This design comes from an exercise in tuning for small area, a short achievable clock period and few clock cycles on the open sky130 flow, not from production work.
RTL that was checked went through simulation tests only; none was proved equivalent to the original.
No activity file was given, so power comes from the tool's default toggle rates.

==> flow/design.v (excerpt) <==
module i2c_master_transfer_sequencer (
  input  wire logic       clk_i,
  input  wire logic       rst_ni,
  input  wire logic       in_valid_i,
  output logic            in_ready_o,
  input  wire logic [2:0] mode_i,
  input  wire logic [6:0] target_address_i,
  input  wire logic [7:0] byte_count_i,
  input  wire logic [4:0] byte_index_i,
  input  wire logic [7:0] data_byte_i,
  input  wire logic [3:0] bus_status_i,
  output logic            out_valid_o,
  input  wire logic       out_ready_i,
  output logic      [2:0] return_code_o,
  output logic      [3:0] bus_action_o,
  output logic      [7:0] bus_byte_o,
  output logic      [2:0] driver_state_o,
  output logic      [5:0] bytes_available_o,
  output logic      [7:0] buffer_byte_o
);
  localparam logic [3:0] A_NONE = 4'd0, A_START = 4'd1, A_SEND = 4'd2,
                         A_ACK = 4'd3, A_NACK = 4'd4, A_STOP = 4'd5,
                         A_STOP_START = 4'd6, A_RELEASE = 4'd7,
                         A_RELEASE_START = 4'd8;
  logic iv_q;       
  logic ov_q;       
  logic sv_q;       
  logic rdy_q;      
  logic exec;       
  logic out_free;
  assign exec     = iv_q & ~sv_q;
  ...
make LEC_CHECK=0 ABC_CLOCK_PERIOD_IN_PS=2400 CAP_MARGIN=20 CORE_MARGIN=2 CORE_UTILIZATION=60 SETUP_SLACK_MARGIN=3.1 SLEW_MARGIN=20 TNS_END_PERCENT=20 finish   # period 5.5 ns
run.sh (not shown) runs the stock make flow with config.mk's settings and CLKGATE_MAP_FILE= SYNTH_SCRIPT=/design/flow/synth_recipe.tcl, a recipe that flattens the netlist after the stock synthesis.
Testbench counts at the start, summed over its fixed seeds: cycles 19,019.
Edit:
--- a/flow/design.v
+++ b/flow/design.v
@@ -99,57 +99,61 @@
   logic iv_q;       
   logic ov_q;       
   logic sv_q;       
   logic rdy_q;      
   logic exec;       
   logic out_free;
-  assign exec     = iv_q & ~sv_q;
+  assign exec     = ~sv_q;
   assign out_free = ~ov_q | out_ready_i;
   assign in_ready_o  = rdy_q;
   assign out_valid_o = ov_q;
   logic iv_d, sv_d;
   always_comb begin
     iv_d = rdy_q ? in_valid_i : iv_q;
-    sv_d = out_free ? 1'b0 : (sv_q | exec);
+    sv_d = out_free ? 1'b0 : (sv_q | iv_q);
   end
   always_ff @(posedge clk_i or negedge rst_ni) begin
     if (!rst_ni) begin
       iv_q  <= 1'b0;
       ov_q  <= 1'b0;
       sv_q  <= 1'b0;
       rdy_q <= 1'b0;
     end else begin
       iv_q  <= iv_d;
       sv_q  <= sv_d;
-      if (out_free) ov_q <= sv_q | exec;
+      if (out_free) ov_q <= sv_q | iv_q;
       rdy_q <= ~(iv_d & sv_d);
     end
   end
   logic [6:0] a_q;
   logic [7:0] c_q;
-  logic [4:0] x_q;
+  logic [7:0] xs_hi;                                   
+  logic [3:0] xs_lo;
   logic [7:0] d_q;
   logic       k_stg, k_wr, k_rd, k_tl, k_ev, k_rb;    
   logic       e_awd, e_tx, e_rx, e_fin, e_take, e_rel, e_set;  
   logic [2:0] e_err;
   logic       in_tl;
   logic       in_ev;
-  assign in_tl = (byte_count_i > 8'd32);
-  assign in_ev = (mode_i == 3'd3);
+  logic       in_stg;
+  assign in_tl  = (byte_count_i > 8'd32);
+  assign in_ev  = in_valid_i & (mode_i == 3'd3);
+  assign in_stg = in_valid_i & (mode_i == 3'd0);
   always_ff @(posedge clk_i) begin
     if (rdy_q) begin
       a_q    <= target_address_i;
       c_q    <= byte_count_i;
-      x_q    <= byte_index_i;
+      for (int g = 0; g < 8; g++) xs_hi[g] <= in_stg & (byte_index_i[4:2] == 3'(g));
+      for (int g = 0; g < 4; g++) xs_lo[g] <= (byte_index_i[1:0] == 2'(g));
       d_q    <= data_byte_i;
-      k_stg  <= (mode_i == 3'd0);
-      k_wr   <= (mode_i == 3'd1) & ~in_tl;
-      k_rd   <= (mode_i == 3'd2) & ~in_tl;
-      k_tl   <= ((mode_i == 3'd1) | (mode_i == 3'd2)) & in_tl;
+      k_stg  <= in_stg;
+      k_wr   <= in_valid_i & (mode_i == 3'd1) & ~in_tl;
+      k_rd   <= in_valid_i & (mode_i == 3'd2) & ~in_tl;
+      k_tl   <= in_valid_i & ((mode_i == 3'd1) | (mode_i == 3'd2)) & in_tl;
       k_ev   <= in_ev;
-      k_rb   <= (mode_i == 3'd4);
+      k_rb   <= in_valid_i & (mode_i == 3'd4);
       e_awd  <= in_ev & (bus_status_i <= 4'd1);
       e_tx   <= in_ev & ((bus_status_i == 4'd2) | (bus_status_i == 4'd3));
       e_rx   <= in_ev & ((bus_status_i == 4'd7) | (bus_status_i == 4'd8));
       e_fin  <= in_ev & ((bus_status_i == 4'd4) | (bus_status_i == 4'd5) |
                          (bus_status_i == 4'd6) | (bus_status_i == 4'd9) |
                          (bus_status_i == 4'd10) | (bus_status_i == 4'd12));
@@ -287,13 +291,13 @@
       ra_q  <= n_ra;
       rl_q  <= n_rl;
     end
   end
   always_ff @(posedge clk_i) begin
     for (int i = 0; i < 32; i++) begin
-      if (exec && k_stg && x_q == 5'(i)) stg[i] <= d_q;
+      if (exec && xs_hi[i/4] && xs_lo[i%4]) stg[i] <= d_q;
     end
   end
   logic [31:0] cp_en, tk_en, hd_en;
   always_comb begin
     for (int i = 0; i < 32; i++) begin
       cp_en[i] = exec & ((lw_req & (6'(i) < c_q[5:0])) | (lw_fin & (6'(i) < wc_q)));
@@ -341,13 +345,13 @@
   assign res_d = {rc_d, act_d, byte_d, ph_d, avail_d, bufb_d};
   assign sk_d  = {k_rb, ph_d, (k_rb ? bufb_d : byte_d),
                   (k_rb ? {1'b0, avail_d} : {rc_d, act_d})};
   assign sk_x  = sk_q[18] ? {7'd0, 8'd0, sk_q[17:15], sk_q[5:0], sk_q[14:7]}
                           : {sk_q[6:0], sk_q[14:7], sk_q[17:15], 6'd0, 8'd0};
   always_ff @(posedge clk_i) begin
-    if (exec && !out_free) sk_q <= sk_d;
+    if (iv_q && exec && !out_free) sk_q <= sk_d;
     if (out_free) o_q <= sv_q ? sk_x : res_d;
   end
   assign {return_code_o, bus_action_o, bus_byte_o, driver_state_o,
           bytes_available_o, buffer_byte_o} = o_q;
 endmodule
 `default_nettype wire
- The new run completed with no timing, DRC or antenna violations
- sequential share of layout area falls by 0.14 points
- combinational power climbs by a few percent
- wire length increases by a few percent
- worst setup slack gets better by 0.065 ns
- register-to-register slack improves by 0.07 ns
- total power climbs by a few percent
- die area climbs slightly
- cell area climbs slightly
- non-clock buffer count is lower by 22
- via count went up slightly
- clock power climbs by a few percent
- sequential cell count is higher by 6
- count of clock-buffer cells in the layout goes down by 1
For the second run of this note, only the layout was checked, not whether the RTL still works.

## port drivers added, routing unchanged
The flow's constraints put no driver on any port. The routed layouts listed below were extracted and timed again, unchanged, in two steps. Step 1: set_driving_cell puts a clkbuf_16 on clk_i and a buf_2 on each other input, an assumption about the parent block. Step 2 adds t to the input delays and takes it off the output delays; t is the mean of the earliest and latest rising clock arrival at the registers after step 1. Input paths then give back, and output paths get back, about the clock's delay inside the block. Slacks: no drivers / after step 1 / after step 2; pairs: no drivers / after step 1.
| run | t, ns | setup WS [ns] | clock arrival spread, ns |
|---|---|---|---|
| the first run | 0.681 | 2.744 / 2.744 / 2.442 | 0.023 / 0.024 |
| the second run | 0.683 | 2.810 / 2.810 / 2.340 | 0.031 / 0.032 |
After both steps setup and hold are still met in every run listed. The setup slack of the second run, which loses most, moves by 0.000 ns with the drivers and by -0.470 ns with both steps.
